This is an optimization exercise on Yosys and OpenROAD, whose aim is small area, a short achievable clock period and few clock cycles per item, not a production implementation.
Function was not checked in any run shown here: the RTL went through the layout flow alone.

==> flow/design.v (outline; a module is shown in full before it is edited, if it fits) <==
// module rgb_luma_range_compress_top: 2329 lines
module rgb_luma_range_compress_top (
  input  wire logic        clk,
  input  wire logic        rst_n,
  input  wire logic        in_tvalid,
  output logic             in_tready,
  input  wire logic [23:0] in_tdata,
  output logic             out_tvalid,
  input  wire logic        out_tready,
  output logic [23:0]      out_tdata
);
  // ...
==> flow/flow/run.sh <==
#!/bin/bash
# Own layout flow: the standard ORFS flow (standard.sh) with three synthesis changes.
#  1. Yosys's "synth -run fine:" runs with -noabc, so the full adders that the RTL writes
#     through its function fa() reach extract_fa as written.
#  2. extract_fa only looks at the cells made from fa() (selected by their source line),
#     so the carry-propagate adders and the rest stay plain logic for ABC.
#  3. Half-adder cells are don't-use (dontuse.txt: the platform's list plus
#     sky130_fd_sc_hd__ha_*), so only full adders are extracted.
# Registers, their names and their cell types are those of the standard synthesis.
# make's output goes to make.log here; ORFS writes each step's log under orfs/logs.
set -euo pipefail
W=$PWD
LINE=$(grep -n 'function automatic logic \[1:0\] fa(' design.v | head -1 | cut -d: -f1)
{
  echo 'proc synth {args} {'
  echo '  if {[lsearch -exact $args "fine:"] >= 0} {'
  echo '    yosys synth -nofsm -noshare -noabc {*}$args'
  echo '  } else {'
  echo '    yosys synth -nofsm -noshare {*}$args'
  echo '  }'
  echo '}'
  if [[ -n "$LINE" ]]; then
    echo "proc extract_fa {args} { yosys extract_fa {*}\$args a:src=*design.v:$LINE.* }"
  fi
  tail -n +2 synth_recipe.tcl
} > my_synth.tcl
sed -e "s#SYNTH_SCRIPT=[^ ]*#SYNTH_SCRIPT=$W/my_synth.tcl#" standard.sh > my_standard.sh
DU="$(cat flow/dontuse.txt)"
EXTRA=()
if [[ -f flow/extra.mk ]]; then
  while read -r line; do [[ -n "$line" ]] && EXTRA+=("$line"); done < flow/extra.mk
fi
bash my_standard.sh "DONT_USE_CELLS=$DU" "${EXTRA[@]}" finish > make.log 2>&1
==> flow/flow/dontuse.txt <==
sky130_fd_sc_hd__probe_p_8 sky130_fd_sc_hd__probec_p_8 sky130_fd_sc_hd__lpflow_bleeder_1 sky130_fd_sc_hd__lpflow_clkbufkapwr_1 sky130_fd_sc_hd__lpflow_clkbufkapwr_16 sky130_fd_sc_hd__lpflow_clkbufkapwr_2 sky130_fd_sc_hd__lpflow_clkbufkapwr_4 sky130_fd_sc_hd__lpflow_clkbufkapwr_8 sky130_fd_sc_hd__lpflow_clkinvkapwr_1 sky130_fd_sc_hd__lpflow_clkinvkapwr_16 sky130_fd_sc_hd__lpflow_clkinvkapwr_2 sky130_fd_sc_hd__lpflow_clkinvkapwr_4 sky130_fd_sc_hd__lpflow_clkinvkapwr_8 sky130_fd_sc_hd__lpflow_decapkapwr_12 sky130_fd_sc_hd__lpflow_decapkapwr_3 sky130_fd_sc_hd__lpflow_decapkapwr_4 sky130_fd_sc_hd__lpflow_decapkapwr_6 sky130_fd_sc_hd__lpflow_decapkapwr_8 sky130_fd_sc_hd__lpflow_inputiso0n_1 sky130_fd_sc_hd__lpflow_inputiso0p_1 sky130_fd_sc_hd__lpflow_inputiso1n_1 sky130_fd_sc_hd__lpflow_inputiso1p_1 sky130_fd_sc_hd__lpflow_inputisolatch_1 sky130_fd_sc_hd__lpflow_isobufsrc_1 sky130_fd_sc_hd__lpflow_isobufsrc_16 sky130_fd_sc_hd__lpflow_isobufsrc_2 sky130_fd_sc_hd__lpflow_isobufsrc_4 sky130_fd_sc_hd__lpflow_isobufsrc_8 sky130_fd_sc_hd__lpflow_isobufsrckapwr_16 sky130_fd_sc_hd__lpflow_lsbuf_lh_hl_isowell_tap_1 sky130_fd_sc_hd__lpflow_lsbuf_lh_hl_isowell_tap_2 sky130_fd_sc_hd__lpflow_lsbuf_lh_hl_isowell_tap_4 sky130_fd_sc_hd__lpflow_lsbuf_lh_isowell_4 sky130_fd_sc_hd__lpflow_lsbuf_lh_isowell_tap_1 sky130_fd_sc_hd__lpflow_lsbuf_lh_isowell_tap_2 sky130_fd_sc_hd__lpflow_lsbuf_lh_isowell_tap_4  sky130_fd_sc_hd__ha_1 sky130_fd_sc_hd__ha_2 sky130_fd_sc_hd__ha_4
==> flow/standard.sh <==
#!/bin/bash
# synth_recipe.tcl (not shown) runs the flow's synth.tcl, then flattens the netlist and writes it again
# the make line also repeats each setting of config.mk as NAME=value (left out here)
make -C /OpenROAD-flow-scripts/flow DESIGN_CONFIG=/design/flow/config.mk WORK_HOME=/design/flow/orfs CLKGATE_MAP_FILE= SYNTH_SCRIPT=/design/flow/synth_recipe.tcl "${@:-finish}"
==> flow/config.mk <==
export PLATFORM = sky130hd
export DESIGN_NAME = rgb_luma_range_compress_top
export DESIGN_NICKNAME = rgb_luma_range_compress_top
export VERILOG_FILES = /design/flow/design.v
export SDC_FILE = /design/flow/constraint.sdc
export NUM_CORES = 4
export LEC_CHECK = 0
export CAP_MARGIN = 20
export CORE_MARGIN = 2
export CORE_UTILIZATION = 40
export SETUP_SLACK_MARGIN = 1.0
export SLEW_MARGIN = 20
==> flow/constraint.sdc <==
create_clock -name core_clock -period 7.0 [get_ports {clk}]
set_input_delay 1.4000 -clock core_clock [delete_from_list [all_inputs] [get_ports {clk}]]
set_output_delay 1.4000 -clock core_clock [all_outputs]
set_load 0.01 [all_outputs]
==> results.toml, run 1 <==
[floorplanning]
well_tap_count = 390
core_mm2 = 0.0296
die_width_um = 177
initial_core_util_pct = 40.6

[sta]
finalClockSkew_ns = 0.0132
slew_headroom_pct = 43.1
setup_viol_count_final = 0

[setup_path]
cpPeakStageDelay_ns = 0.47
cp-start-kind = "register"
crit_end = "out_tdata[3]"
worst_ep_required_time_ns = 5.60
r2r_start = "q_r[3]"

[routing]
vias = 7047
first_pass_iters = 4

[finish]
fillers = 2741
multiInputGateArea_mm2 = 0.00762
sh_seq_area_pct = 29.2
buffer_area_share_pct = 4.17
final_cell_mix = "fa_1 (194), edfxtp_1 (128), xnor2_1 (93), inv_1 (66), xor2_1 (59)"
final_nets = 1222
multi_input_area_share_pct = 56.6
syn2layout_area_growth_pct = 11.8
final_core_util_pct = 45.4

[global_route]
grt-ovfl-total = 0
grt_pass1_wl_mm = 38.7
grt.total_usage_pct = 15.9
antenna_found_initial = 0

[logic_synthesis]
synth_flop_cell = "edfxtp_1"
synth.area.top_cells = "fa_1 (32%), edfxtp_1 (32%), xnor2_1 (6.8%)"
synth_most_common_cell = "fa_1"
synth_top_area_cell = "fa_1"
synth-seq-cells = 132
synth_cell_types = 64

[min_path]
min_from = "q_cr[3]"
hold_depth = 0

[run_status]
status = "finished clean"

[placed_design]
pre_cts_slack_ns = 1.75

[clock_tree]
cts_tree = "yes"
cts_buffer_depth = 2
htreeDepth = 4
==> run 2, diff against run 1 <==
--- a/flow/config.mk
+++ b/flow/config.mk
@@ -8,5 +8,4 @@
 export CAP_MARGIN = 20
 export CORE_MARGIN = 2
 export CORE_UTILIZATION = 40
-export SETUP_SLACK_MARGIN = 1.0
 export SLEW_MARGIN = 20
==> run 2 against run 1 <==
Still clean; clock skew is essentially flat; sequential share of layout area is essentially flat; wire length is 0.29% lower.
==> results.toml, run 2 <==
[sta]
slew_headroom_pct = 38.6
min_period_ns = 5.66
clock.fmax_mhz = 177
drv_slew = 0
finalClockSkew_ns = 0.0129
hold_viol_final = 0
tightest_slew_ns = 0.909
setup_viol_count_final = 0
tns_ns = 0
rsz0062_at_grt = "no"
period_share_pct = 80.8

[run]
maxCapViolations = 0

[floorplanning]
num_rows = 63
dieArea_mm2 = 0.0315
core_mm2 = 0.0296
ios = 54
die_width_um = 177
die_h_um = 177
initial_core_util_pct = 40.6

[finish]
final_layout_size_suffix_gt1_share_pct = 6.03
final_common_cell = "fa_1"
largest_register_ffs = 20
diodes = 0
fillers = 2718
final_core_util_pct = 45.4
stdcell_count = 1402
syn2layout_area_growth_pct = 11.8
final_cell_mix = "fa_1 (194), edfxtp_1 (128), xnor2_1 (93), inv_1 (66), xor2_1 (59)"
top_regs = "q_c16: 20 flops, q_c0: 18 flops, q_c8: 18 flops"
largest_register = "q_c16"
final_nets = 1221

[logic_synthesis]
async_reset_ff_share_pct = 0
synth_flop_cell = "edfxtp_1"
netlist_area_mm2 = 0.0120
yosysSeqAreaShare_pct = 32.6
synth.area.top_cells = "fa_1 (32%), edfxtp_1 (32%), xnor2_1 (6.8%)"
syn_inst = 968
synthMuxAreaShare_pct = 0.333
synth_top_area_cell = "fa_1"
yosysTopAreaCellShare_pct = 32.3
synth-seq-cells = 132
synth_cell_types = 64
synth_common_cells = "fa_1 (194), edfxtp_1 (128), xnor2_1 (93), inv_1 (66), xor2_1 (59)"
synth_edf_count = 128
ys_warn_count = 1
synth_top_family_by_area = "adder cells"
synth_compound_area_share_pct = 8.66
synthAdderAreaFrac_pct = 35.4
syn-num-nets = 1190
syn_avg_cell_area_um2 = 12.4
synth_most_common_cell = "fa_1"
yosys.area_share.simple_pct = 7.75
synth-xor-area-share_pct = 11.1

[setup_path]
cpMaxStageDelayCell = "clkdlybuf4s50_1"
worst-path-max-fanout = 7
crit_path_cell_trace = "maj3_2 -> maj3_2 -> maj3_2 -> maj3_2 -> maj3_2 -> maj3_2 -> maj3_2 -> maj3_2 -> nor2_4 -> o21ai_1 -> clkdlybuf4s50_1"
cp-startpoint = "q_c0[0]"
cpPeakStageDelay_ns = 0.47
r2r_start = "q_r[1]"
crit_top_cell = "maj3_2"
worstSetupEndpointType = "output port"
path_class = "reg -> out"
worstRegToRegCells = 14
crit_arrival_ns = 4.26
worst_ep_required_time_ns = 5.60
cp-start-kind = "register"
reg2reg_to = "q_y[7]"
rrSetupSlack_ns = 1.81

[routing]
vias = 7090
remaining_drc_errors = 0
wire_per_inst_um = 16.3
first_pass_iters = 5
ant_nets = 0
routed_wl_mm = 22.8
drt-initial-drc-count = 415
via_per_inst = 5.06

[clock_tree]
cts_buffer_depth = 2
cts_buffers = 17
holdBufCountCts = 0
htreeDepth = 4
cts_setup_buffers = 0
numClockSinks = 132
cts_resized = 0
cts_tree = "yes"
cts-root-buf = "clkbuf_16"
clkLatencyLatePin_ns = 0.42
path_clk_slew_ns = 0.06

[global_route]
grt_pass1_vias = 7420
grt_max_degree = 91
antenna_found_initial = 0
grt-ovfl-total = 0
grt_pass1_wl_mm = 38.3
grt.total_usage_pct = 15.7

[min_path]
min_to = "q_cb2[4]"
hold_path.class = "reg -> reg"
hold_depth = 0
min_from = "q_cb[4]"

[placed_design]
io_buffer_count = 53
gp_congestion = 0.848
post-place-cells = 1370
place_hpwl_mm = 17.4

[run_status]
status = "finished clean"
[run 2: cell counts after synthesis]
Identical to the previous run, type by type.
[run 2: cell type report]
class                           count  area (µm²)  area share [%]
Inverter                           66         248            1.84
Tap cell                          390         488            3.63
Multi-Input combinational cell    726        7620            56.6
Clock inverter                     14         189            1.40
Sequential cell                   132        3920            29.2
Clock buffer                       18         429            3.19
Timing Repair Buffer               56         557            4.14
[run 2: per-layer routing]
layer	GRT usage [%]	up-vias	routed length (µm)
met1	20.3	3578	10000
li1	-	3353	-
met4	4.13	0	352
met3	2.42	26	760
met2	27.4	133	11700
met5	0	-	0
[run 2: stage by stage]
| stage | hold slack, ns | cell area, µm² | worst slack, ns |
|---|---|---|---|
| 6_report | 0.416 | 13500 | 1.34 |
| 5_1_grt | 0.423 | 13500 | 1.10 |
| 4_1_cts | 0.417 | 13500 | 1.29 |
| 3_5_place_dp | 0.405 | 12800 | 1.75 |
| 3_3_place_gp | 0.402 | 12800 | 1.78 |
| 2_1_floorplan | 0.400 | 12000 | 0.412 |
[run 2: critical path, delay by kind of cell (launching register included)]
| family | cells | cell delay [ns] |
|---|---|---|
| adder cells (fa/ha/maj) | 8 | 2.71 |
| AND/OR/NAND/NOR | 1 | 0.16 |
| flip-flops | 1 | 0.41 |
| AO/OA/AOI/OAI | 1 | 0.09 |
| buffers and inverters | 1 | 0.47 |
[run 2: kinds of logic after synthesis]
family / count (synthesis)
fa+ha+maj: 231
simple gates: 189
xor+xnor: 152
compound gates: 150
flops: 132
buf+inv: 110
mux: 4
[run 2: worst max path at each step]
stage	slack, ns	end	depth (start not counted)
CTS	1.29	out_tdata[5]	11
global placement	1.78	out_tdata[3]	11
global route	1.10	out_tdata[11]	11
detailed placement	1.75	out_tdata[5]	11
finish	1.34	out_tdata[1]	11
floorplan	0.41	in_tready	2

## static timing again, ports no longer ideal
The flow's constraints put no driver on any port. The routed layouts listed below were extracted and timed again, unchanged, in two steps. Step 1 (the two cells are an assumption about what drives the block):
set clk [get_ports {clk}]
set_driving_cell -lib_cell sky130_fd_sc_hd__clkbuf_16 $clk
set_driving_cell -lib_cell sky130_fd_sc_hd__buf_2 [delete_from_list [all_inputs] $clk]
Step 2 also shifts input and output timing later by t, the mid clock arrival at the registers, as if the neighbouring blocks saw the same clock. a / b / c = no drivers / after step 1 / after step 2; a / b = the first two.
| run | t (ns) | slack for setup (ns) | worst data-port slew with drivers (ns) |
|---|---|---|---|
| run 1 | 0.468 | 1.336 / 1.291 / 1.759 | 0.03 |
| run 2 | 0.458 | 1.344 / 1.301 / 1.758 | 0.03 |
After both steps every run listed still meets setup and hold.
